This is an optimization exercise on Yosys and OpenROAD, whose aim is small area, not a production implementation.
RTL that was checked went through simulation tests only; none was proved equivalent to the original.
Power and IR drop assume default switching activity. No driver is modelled on the clock port, so clocking that relies on it looks cheaper here than on a real chip.

==> inputs of v3 <==
==> flow/design.v <==
module ecdh_operand_loader #(
  parameter int BW = 192,
  parameter int W = 32,
  parameter logic [BW-1:0] PRIME =
    192'hFFFFFFFFFFFFFFFFFFFFFFFFFFFFFFFEFFFFFFFFFFFFFFFF,
  parameter int TIMEOUT = 1 << 20
) (
  input  logic          clk,
  input  logic          rst,
  input  logic          in_valid,
  output logic          in_ready,
  input  logic [W-1:0]  in_data,
  input  logic          flush,
  output logic [BW-1:0] k,
  output logic [BW-1:0] Px,
  output logic [BW-1:0] Py,
  output logic          start,
  input  logic          mul_valid,
  output logic          busy,
  output logic          done,
  output logic          err,
  output logic [1:0]    err_code
);
  localparam int NW  = 3 * BW / W;      
  localparam int NWO = BW / W;          
  localparam int PW  = $clog2(NWO);     
  typedef enum logic [1:0] {
    S_LOAD,
    S_CHECK,
    S_FIRE,
    S_WAIT
  } state_t;
  state_t          state_q, state_d;
  logic [PW-1:0]   pos_q, pos_d;        
  logic [1:0]      opi_q, opi_d;        
  logic [3*BW-1:0] sr_q;
  logic            done_q, done_d;
  logic            err_q, err_d;
  logic [1:0]      code_q, code_d;
  logic            wdog_end;            
  logic            knz_q, knz_d;        
  logic            ge_q, ge_d;          
  logic            gt_q, gt_d;          
  logic            bad_q, bad_d;        
  logic            accept;
  logic            w_eq, w_gt;
  assign k  = sr_q[3*BW-1:2*BW];
  assign Px = sr_q[2*BW-1:BW];
  assign Py = sr_q[BW-1:0];
  assign in_ready = (state_q == S_LOAD);
  assign start    = (state_q == S_FIRE);
  assign busy     = (state_q == S_WAIT);
  assign done     = done_q;
  assign err      = err_q;
  assign err_code = code_q;
  assign accept = (state_q == S_LOAD) && !flush && in_valid;
  always_ff @(posedge clk) begin
    if (accept) sr_q <= {sr_q[3*BW-W-1:0], in_data};
  end
  if (TIMEOUT == (1 << 20)) begin : g_lfsr
    localparam logic [20:0] WD_END = 21'h0AABFF;
    logic [20:0] wd_q;
    always_ff @(posedge clk) begin
      wd_q <= {wd_q[19] & busy, wd_q[18:0], busy & ~(wd_q[20] ^ wd_q[18])};
    end
    assign wdog_end = (wd_q == WD_END);
  end else begin : g_count
    localparam int TW = $clog2(TIMEOUT);
    logic [TW-1:0] wd_q;
    always_ff @(posedge clk) begin
      wd_q <= busy ? wd_q + TW'(1) : '0;
    end
    assign wdog_end = (wd_q == TW'(TIMEOUT - 1));
  end
  function automatic logic [1:0] cmp_word(input logic [W-1:0] d,
                                          input logic [W-1:0] c);
    logic eq, gt;
    eq = 1'b1;
    gt = 1'b0;
    for (int i = W - 1; i >= 0; i--) begin
      gt = gt | (eq & d[i] & ~c[i]);
      eq = eq & (d[i] ~^ c[i]);
    end
    cmp_word = {gt, eq};
  endfunction
  function automatic logic [PW-1:0] pos_inc(input logic [PW-1:0] v);
    logic c;
    c = 1'b1;
    for (int i = 0; i < PW; i++) begin
      pos_inc[i] = v[i] ^ c;
      c = c & v[i];
    end
  endfunction
  always_comb begin
    w_eq = 1'b0;
    w_gt = 1'b0;
    for (int p = 0; p < NWO; p++) begin
      if (pos_q == PW'(p)) {w_gt, w_eq} = cmp_word(in_data, PRIME[BW-1-W*p -: W]);
    end
  end
  always_comb begin
    state_d = state_q;
    pos_d   = pos_q;
    opi_d   = opi_q;
    done_d  = 1'b0;
    err_d   = 1'b0;
    code_d  = code_q;
    knz_d   = knz_q;
    ge_d    = ge_q;
    gt_d    = gt_q;
    bad_d   = bad_q;
    unique case (state_q)
      S_LOAD: begin
        if (flush) begin
          pos_d = '0;
          opi_d = '0;
        end else if (in_valid) begin
          if (opi_q == 2'd0) begin
            knz_d = ((pos_q == '0) ? 1'b0 : knz_q) | (in_data != '0);
          end else begin
            if (pos_q == '0) begin
              ge_d = w_eq || w_gt;
              gt_d = w_gt;
            end else begin
              ge_d = ge_q && (gt_q || w_eq || w_gt);
              gt_d = gt_q || (ge_q && w_gt);
            end
            if (pos_q == PW'(NWO - 1))
              bad_d = ((opi_q == 2'd1) ? 1'b0 : bad_q) | ge_d;
          end
          if (pos_q == PW'(NWO - 1)) begin
            pos_d = '0;
            if (opi_q == 2'd2) begin
              opi_d   = '0;
              state_d = S_CHECK;
            end else begin
              opi_d = {opi_q[0], ~opi_q[0]};   
            end
          end else begin
            pos_d = pos_inc(pos_q);
          end
        end
      end
      S_CHECK: begin
        if (!knz_q) begin
          code_d  = 2'd1;
          err_d   = 1'b1;
          state_d = S_LOAD;
        end else if (bad_q) begin
          code_d  = 2'd2;
          err_d   = 1'b1;
          state_d = S_LOAD;
        end else begin
          code_d  = 2'd0;
          state_d = S_FIRE;
        end
      end
      S_FIRE: begin
        state_d = S_WAIT;
      end
      S_WAIT: begin
        if (mul_valid) begin
          done_d  = 1'b1;
          state_d = S_LOAD;
        end else if (wdog_end) begin
          code_d  = 2'd3;
          err_d   = 1'b1;
          state_d = S_LOAD;
        end
      end
      default: state_d = S_LOAD;
    endcase
  end
  always_ff @(posedge clk) begin
    knz_q <= knz_d;
    ge_q  <= ge_d;
    gt_q  <= gt_d;
    bad_q <= bad_d;
  end
  always_ff @(posedge clk or posedge rst) begin
    if (rst) begin
      state_q <= S_LOAD;
      pos_q   <= '0;
      opi_q   <= '0;
      done_q  <= 1'b0;
      err_q   <= 1'b0;
      code_q  <= 2'd0;
    end else begin
      state_q <= state_d;
      pos_q   <= pos_d;
      opi_q   <= opi_d;
      done_q  <= done_d;
      err_q   <= err_d;
      code_q  <= code_d;
    end
  end
endmodule
==> flow/flow/run.sh <==
#!/bin/bash
# The standard layout (standard synthesis unchanged), with two changes:
#  - port buffers are the smallest buffer (buf_1) instead of the default pick
#  - CTS without dummy loads, with one clock buffer size and sized sink clusters
# The tools' full output goes to standard.log (and ORFS's own logs under orfs/logs).
bash standard.sh \
  'BUFFER_PORTS_ARGS=-buffer_cell sky130_fd_sc_hd__buf_1' \
  'CTS_ARGS=-sink_clustering_enable -repair_clock_nets -dont_use_dummy_load -sink_clustering_size 33 -sink_clustering_max_diameter 120 -buf_list sky130_fd_sc_hd__clkbuf_16' \
  finish > standard.log 2>&1
==> flow/standard.sh <==
#!/bin/bash
# synth_recipe.tcl (not shown) runs the flow's synth.tcl, then flattens the netlist and writes it again
# the make line also repeats each setting of config.mk as NAME=value (left out here)
make -C /OpenROAD-flow-scripts/flow DESIGN_CONFIG=/design/flow/config.mk WORK_HOME=/design/flow/orfs CLKGATE_MAP_FILE= SYNTH_SCRIPT=/design/flow/synth_recipe.tcl "${@:-finish}"
==> flow/config.mk <==
export PLATFORM = sky130hd
export DESIGN_NAME = ecdh_operand_loader
export DESIGN_NICKNAME = ecdh_operand_loader
export VERILOG_FILES = /design/flow/design.v
export SDC_FILE = /design/flow/constraint.sdc
export NUM_CORES = 4
export LEC_CHECK = 0
export CAP_MARGIN = 20
export CORE_MARGIN = 2
export CORE_UTILIZATION = 60
export SLEW_MARGIN = 20
==> flow/constraint.sdc <==
create_clock -name core_clock -period 5.0 [get_ports {clk}]
set_input_delay 1.0000 -clock core_clock [delete_from_list [all_inputs] [get_ports {clk}]]
set_output_delay 1.0000 -clock core_clock [all_outputs]
set_load 0.01 [all_outputs]
==> v16: changes against v3 <==
--- a/flow/design.v
+++ b/flow/design.v
@@ -24,6 +24,7 @@
   localparam int NW  = 3 * BW / W;      
   localparam int NWO = BW / W;          
   localparam int PW  = $clog2(NWO);     
+  localparam int TW  = $clog2(TIMEOUT);
   typedef enum logic [1:0] {
     S_LOAD,
     S_CHECK,
@@ -34,15 +35,16 @@
   logic [PW-1:0]   pos_q, pos_d;        
   logic [1:0]      opi_q, opi_d;        
   logic [3*BW-1:0] sr_q;
+  logic [TW-1:0]   wdog_q, wdog_d;
   logic            done_q, done_d;
   logic            err_q, err_d;
   logic [1:0]      code_q, code_d;
-  logic            wdog_end;            
   logic            knz_q, knz_d;        
   logic            ge_q, ge_d;          
   logic            gt_q, gt_d;          
   logic            bad_q, bad_d;        
   logic            accept;
+  logic [W-1:0]    pw;                  
   logic            w_eq, w_gt;
   assign k  = sr_q[3*BW-1:2*BW];
   assign Px = sr_q[2*BW-1:BW];
@@ -57,51 +59,16 @@
   always_ff @(posedge clk) begin
     if (accept) sr_q <= {sr_q[3*BW-W-1:0], in_data};
   end
-  if (TIMEOUT == (1 << 20)) begin : g_lfsr
-    localparam logic [20:0] WD_END = 21'h0AABFF;
-    logic [20:0] wd_q;
-    always_ff @(posedge clk) begin
-      wd_q <= {wd_q[19] & busy, wd_q[18:0], busy & ~(wd_q[20] ^ wd_q[18])};
-    end
-    assign wdog_end = (wd_q == WD_END);
-  end else begin : g_count
-    localparam int TW = $clog2(TIMEOUT);
-    logic [TW-1:0] wd_q;
-    always_ff @(posedge clk) begin
-      wd_q <= busy ? wd_q + TW'(1) : '0;
-    end
-    assign wdog_end = (wd_q == TW'(TIMEOUT - 1));
-  end
-  function automatic logic [1:0] cmp_word(input logic [W-1:0] d,
-                                          input logic [W-1:0] c);
-    logic eq, gt;
-    eq = 1'b1;
-    gt = 1'b0;
-    for (int i = W - 1; i >= 0; i--) begin
-      gt = gt | (eq & d[i] & ~c[i]);
-      eq = eq & (d[i] ~^ c[i]);
-    end
-    cmp_word = {gt, eq};
-  endfunction
-  function automatic logic [PW-1:0] pos_inc(input logic [PW-1:0] v);
-    logic c;
-    c = 1'b1;
-    for (int i = 0; i < PW; i++) begin
-      pos_inc[i] = v[i] ^ c;
-      c = c & v[i];
-    end
-  endfunction
   always_comb begin
-    w_eq = 1'b0;
-    w_gt = 1'b0;
-    for (int p = 0; p < NWO; p++) begin
-      if (pos_q == PW'(p)) {w_gt, w_eq} = cmp_word(in_data, PRIME[BW-1-W*p -: W]);
-    end
+    pw   = PRIME[BW-1-W*pos_q -: W];
+    w_eq = (in_data == pw);
+    w_gt = (in_data > pw);
   end
   always_comb begin
     state_d = state_q;
     pos_d   = pos_q;
     opi_d   = opi_q;
+    wdog_d  = wdog_q;
     done_d  = 1'b0;
     err_d   = 1'b0;
     code_d  = code_q;
@@ -134,10 +101,10 @@
               opi_d   = '0;
               state_d = S_CHECK;
             end else begin
-              opi_d = {opi_q[0], ~opi_q[0]};   
+              opi_d = opi_q + 2'd1;
             end
           end else begin
-            pos_d = pos_inc(pos_q);
+            pos_d = pos_q + PW'(1);
           end
         end
       end
@@ -156,26 +123,30 @@
         end
       end
       S_FIRE: begin
+        wdog_d  = '0;
         state_d = S_WAIT;
       end
       S_WAIT: begin
         if (mul_valid) begin
           done_d  = 1'b1;
           state_d = S_LOAD;
-        end else if (wdog_end) begin
+        end else if (wdog_q == TW'(TIMEOUT - 1)) begin
           code_d  = 2'd3;
           err_d   = 1'b1;
           state_d = S_LOAD;
+        end else begin
+          wdog_d = wdog_q + TW'(1);
         end
       end
       default: state_d = S_LOAD;
     endcase
   end
   always_ff @(posedge clk) begin
-    knz_q <= knz_d;
-    ge_q  <= ge_d;
-    gt_q  <= gt_d;
-    bad_q <= bad_d;
+    wdog_q <= wdog_d;
+    knz_q  <= knz_d;
+    ge_q   <= ge_d;
+    gt_q   <= gt_d;
+    bad_q  <= bad_d;
   end
   always_ff @(posedge clk or posedge rst) begin
     if (rst) begin
==> flow/flow/run.sh (replaced) <==
#!/bin/bash
# The standard layout (standard synthesis unchanged), with two changes:
#  - port buffers are the smallest buffer (buf_1) instead of the default pick
#  - CTS without dummy loads and with small clock buffers
# Each tool's full output goes to standard.log (and ORFS's own logs under orfs/logs).
set -o pipefail
bash standard.sh \
  'BUFFER_PORTS_ARGS=-buffer_cell sky130_fd_sc_hd__buf_1' \
  'CTS_ARGS=-sink_clustering_enable -repair_clock_nets -dont_use_dummy_load -buf_list sky130_fd_sc_hd__clkbuf_4' \
  finish > standard.log 2>&1
CORE_UTILIZATION = 40   (was 60)
==> key figures <==
Pwr
  – Sw power: 2920 uW
  – Clk pwr: 3090 uW
  – Lkg Pwr: 0.00790 uW

STA
  – Final WS setup: 1.57 ns

Status
  – Status: timing/DRC/antenna clean

Place
  – Dpl ws: 1.26 ns

Critical path
  – Critical path, cell by cell: nand2_1, inv_1, buf_1
  – RR Endpoint: ge_q
  – Critical path class: flip-flop to output pin

Route
  – 1st-pass router iterations: 4
  – Via density per instance: 4.81

Final layout
  – Sequential share of cell area: 0.746

Yosys
  – Post-synth top cells: edfxtp_1, ha_1, nand2_1

Global route
  – Met3 usage: 0.0770
That was v16.
==> key figures <==
Global route
  – Met3 usage: 0.0748

Place
  – Dpl ws: 1.60 ns

Critical path
  – RR Endpoint: sr_q[106]
  – Critical path class: flip-flop to flip-flop
  – Critical path, cell by cell: nor2_2, nand3b_1, clkinv_16, buf_4

Final layout
  – Sequential share of cell area: 0.815

Route
  – Via density per instance: 5.36

Yosys
  – Post-synth top cells: edfxtp_1, dfxtp_1, nand2_1

Status
  – Status: timing/DRC/antenna clean
That was v3.
No functional check of the RTL was part of v16.

-- afterwards: timing with drivers on the ports --
How much do the figures lean on ideal ports? The routed layouts below were timed once more, with nothing changed but the port constraints. Step 1, drivers: a clkbuf_16 drives clk and a buf_2 each remaining input, both assumed. Step 2 moves the port delays by t, midway between the first and last clock arrival at a register: inputs arrive t later, outputs are due t later. That takes back most of the time a late clock gives input paths. a / b / c = no drivers / after step 1 / after step 2; a / b = the first two.
run	t (ns)	setup slack, ns	worst hold slack (ns)	latest minus earliest clock arrival (ns)	worst data-port slew with drivers (ns)
v3	0.583	2.156 / 2.156 / 1.600	0.353 / 0.353 / 0.353	0.066 / 0.066	0.07
v16	0.962	1.574 / 1.526 / 1.603	0.370 / 0.353 / 0.380	0.101 / 0.100	0.06
After both steps setup and hold are still met in every run listed. The setup slack of v3, which loses most, moves by 0.000 ns with the drivers and by -0.556 ns with both steps.
